This is an optimization exercise on Yosys and OpenROAD, whose aim is small area, a short achievable clock period and few clock cycles, not a production implementation. Where RTL was checked, it was by simulation tests only, not by an equivalence proof against the original. The clock port is modelled as an ideal driver; clocking choices that lean on that would not hold on a real chip.

== the baseline ==
## nearest_neighbor_zoom_nx
module nearest_neighbor_zoom_nx #(
  parameter int PIXEL_W    = nnz_pkg::PIXEL_W,
  parameter int MAX_SCALE  = nnz_pkg::MAX_SCALE,
  parameter int MAX_LINE_W = nnz_pkg::MAX_LINE_W,
  parameter int MAX_LINES  = nnz_pkg::MAX_LINES,
  parameter int SCALE_W    = $clog2(MAX_SCALE + 1),
  parameter int COL_W      = $clog2(MAX_LINE_W + 1),
  parameter int ROW_W      = $clog2(MAX_LINES + 1)
) (
  input  logic               clk,
  input  logic               reset_n,
  input  logic               start,
  input  logic [SCALE_W-1:0] scale,
  input  logic [COL_W-1:0]   src_width,
  input  logic [ROW_W-1:0]   src_height,
  input  logic               in_valid,
  input  logic [PIXEL_W-1:0] in_pixel,
  output logic               in_ready,
  output logic               out_valid,
  output logic [PIXEL_W-1:0] out_pixel,
  input  logic               out_ready,
  output logic               out_eol,
  output logic               busy,
  output logic               done,
  output logic               cfg_err
);
Size: about 2700 flip-flops.
Settings: LEC_CHECK=0, CAP_MARGIN=20, CORE_MARGIN=2, CORE_UTILIZATION=40, CTS_CLUSTER_DIAMETER=65, CTS_CLUSTER_SIZE=33, SETUP_SLACK_MARGIN=2.7, SLEW_MARGIN=20; clock period 5.0 ns.
standard.sh (not shown) runs the stock make flow with config.mk's settings and CLKGATE_MAP_FILE= SYNTH_SCRIPT=/design/flow/synth_recipe.tcl, a recipe that flattens the netlist after the stock synthesis.
==> flow/flow/run.sh <==
#!/bin/bash
# The standard layout, with two changes: clock tree synthesis inserts no dummy
# loads, and the port buffers are buf_2 cells. Everything else (synthesis,
# floorplan, power grid, placement, routing) is the standard.sh unchanged.
set -euo pipefail
export CTS_ARGS="-sink_clustering_enable -repair_clock_nets -sink_clustering_size 33 -sink_clustering_max_diameter 65 -dont_use_dummy_load"
export BUFFER_PORTS_ARGS="-buffer_cell sky130_fd_sc_hd__buf_2"
bash standard.sh > standard_flow.log 2>&1
Input-level comparison between the candidate and the baseline:
-- flow/design.v --
<<< the baseline, line 117
  logic               mv_q, meol_q, mlast_q;
  logic [PIXEL_W-1:0] mpix_q;
  logic               acc, go;
  logic               push, pop;
>>> the candidate, line 117
  logic               mv_q, meol_q, mlast_q;
  logic [PIXEL_W-1:0] mpix_q;
  logic               sv_q, seol_q, slast_q;
  logic [PIXEL_W-1:0] spix_q;
  logic               acc, go;
  logic               push, pop;
<<< the baseline, line 127
  logic               cons_h, ld_h, ld_last;
  logic [PIXEL_W-1:0] tap_q;
  logic               busy_d;
  assign acc  = start && !busy_q;
>>> the candidate, line 129
  logic               cons_h, ld_h, ld_last;
  logic [PIXEL_W-1:0] tap_q;
  logic               m_load;
  logic               busy_d;
  assign acc  = start && !busy_q;
<<< the baseline, line 143
  assign wr_data = hw_q ? ib1_q : ib0_q;
  assign src_ok = rep0_q ? (ibv0_q && (!rx_end || s1 || hw_q || wfirst_q || wp_zero_q)) : hv_q;
  assign emit   = em_act_q && src_ok && (!mv_q || out_ready);
  assign em_pix  = rep0_q ? ib0_q : h_q;
  assign em_eol  = rx_end && col_end_q;
>>> the candidate, line 146
  assign wr_data = hw_q ? ib1_q : ib0_q;
  assign src_ok = rep0_q ? (ibv0_q && (!rx_end || s1 || hw_q || wfirst_q || wp_zero_q)) : hv_q;
  assign emit   = em_act_q && src_ok && !sv_q;
  assign em_pix  = rep0_q ? ib0_q : h_q;
  assign em_eol  = rx_end && col_end_q;
<<< the baseline, line 169
    .tap_q    (tap_q)
  );
  always_comb begin
    busy_d = busy_q;
>>> the candidate, line 172
    .tap_q    (tap_q)
  );
  assign m_load = !mv_q || out_ready;
  always_comb begin
    busy_d = busy_q;
<<< the baseline, line 186
      hv_q       <= 1'b0;
      mv_q       <= 1'b0;
    end else begin
      busy_q     <= busy_d;
>>> the candidate, line 190
      hv_q       <= 1'b0;
      mv_q       <= 1'b0;
      sv_q       <= 1'b0;
    end else begin
      busy_q     <= busy_d;
<<< the baseline, line 206
        else        ibv0_q <= 1'b1;
      end
      mv_q <= emit || (mv_q && !out_ready);
    end
  end
>>> the candidate, line 211
        else        ibv0_q <= 1'b1;
      end
      if (m_load) begin
        mv_q <= sv_q || emit;
        sv_q <= 1'b0;
      end else if (emit) begin
        sv_q <= 1'b1;
      end
    end
  end
<<< the baseline, line 283
      np_tap_q <= (np_q[PW-1:0] == PW'(1));
    end
    if (emit) begin
      mpix_q  <= em_pix;
      meol_q  <= em_eol;
      mlast_q <= em_last;
    end
  end
>>> the candidate, line 293
      np_tap_q <= (np_q[PW-1:0] == PW'(1));
    end
    if (m_load) begin
      mpix_q  <= sv_q ? spix_q : em_pix;
      meol_q  <= sv_q ? seol_q : em_eol;
      mlast_q <= sv_q ? slast_q : em_last;
    end else if (emit) begin
      spix_q  <= em_pix;
      seol_q  <= em_eol;
      slast_q <= em_last;
    end
  end
## What came out
- [compare] base=the baseline new=the candidate: row count flat; share of the cycle needed by the critical path after routing down 5.1 points; slew at the pin closest to its max-slew limit down 0.095 ns.
- Of the baseline and the candidate, the candidate shows the higher final area, with the baseline below it.
- | cell count | the candidate vs the baseline | ≈ equal |
- As far as via count is concerned, the candidate and the baseline perform about the same.
- Changes observed in the candidate relative to the baseline: count of clock-buffer cells in the layout saw an increase; peak supply drop saw a decrease.
- Height of the chip up 0.38% in the candidate wrt the baseline
- The candidate reports its end of the critical path as out_pixel[4] while the baseline reports out_pixel[3].
Testbench counts of the candidate, summed over its fixed seeds: cycles 646,332.
For the baseline, only the layout was checked, not whether the RTL still works.

## static timing again, ports no longer ideal
The flow's constraints put no driver on any port. The routed layouts listed below were extracted and timed again, unchanged, in two steps.
Step 1: set_driving_cell puts a clkbuf_16 on clk and a buf_2 on each other input, an assumption about the parent block.
Step 2 moves the port delays by t, midway between the first and last clock arrival at a register: inputs arrive t later, outputs are due t later. That takes back most of the time a late clock gives input paths.
Slacks: no drivers / after step 1 / after step 2; pairs: no drivers / after step 1.
| run | t (ns) | setup WS [ns] | latest minus earliest clock arrival (ns) |
|---|---|---|---|
| the baseline | 0.764 | 2.465 / 2.395 / 2.377 | 0.102 / 0.102 |
| the candidate | 0.765 | 2.721 / 2.649 / 2.261 | 0.116 / 0.116 |
After both steps setup and hold are still met in every run listed. For the candidate, which loses most, drivers alone change the setup slack by -0.072 ns; drivers and shift together by -0.460 ns.
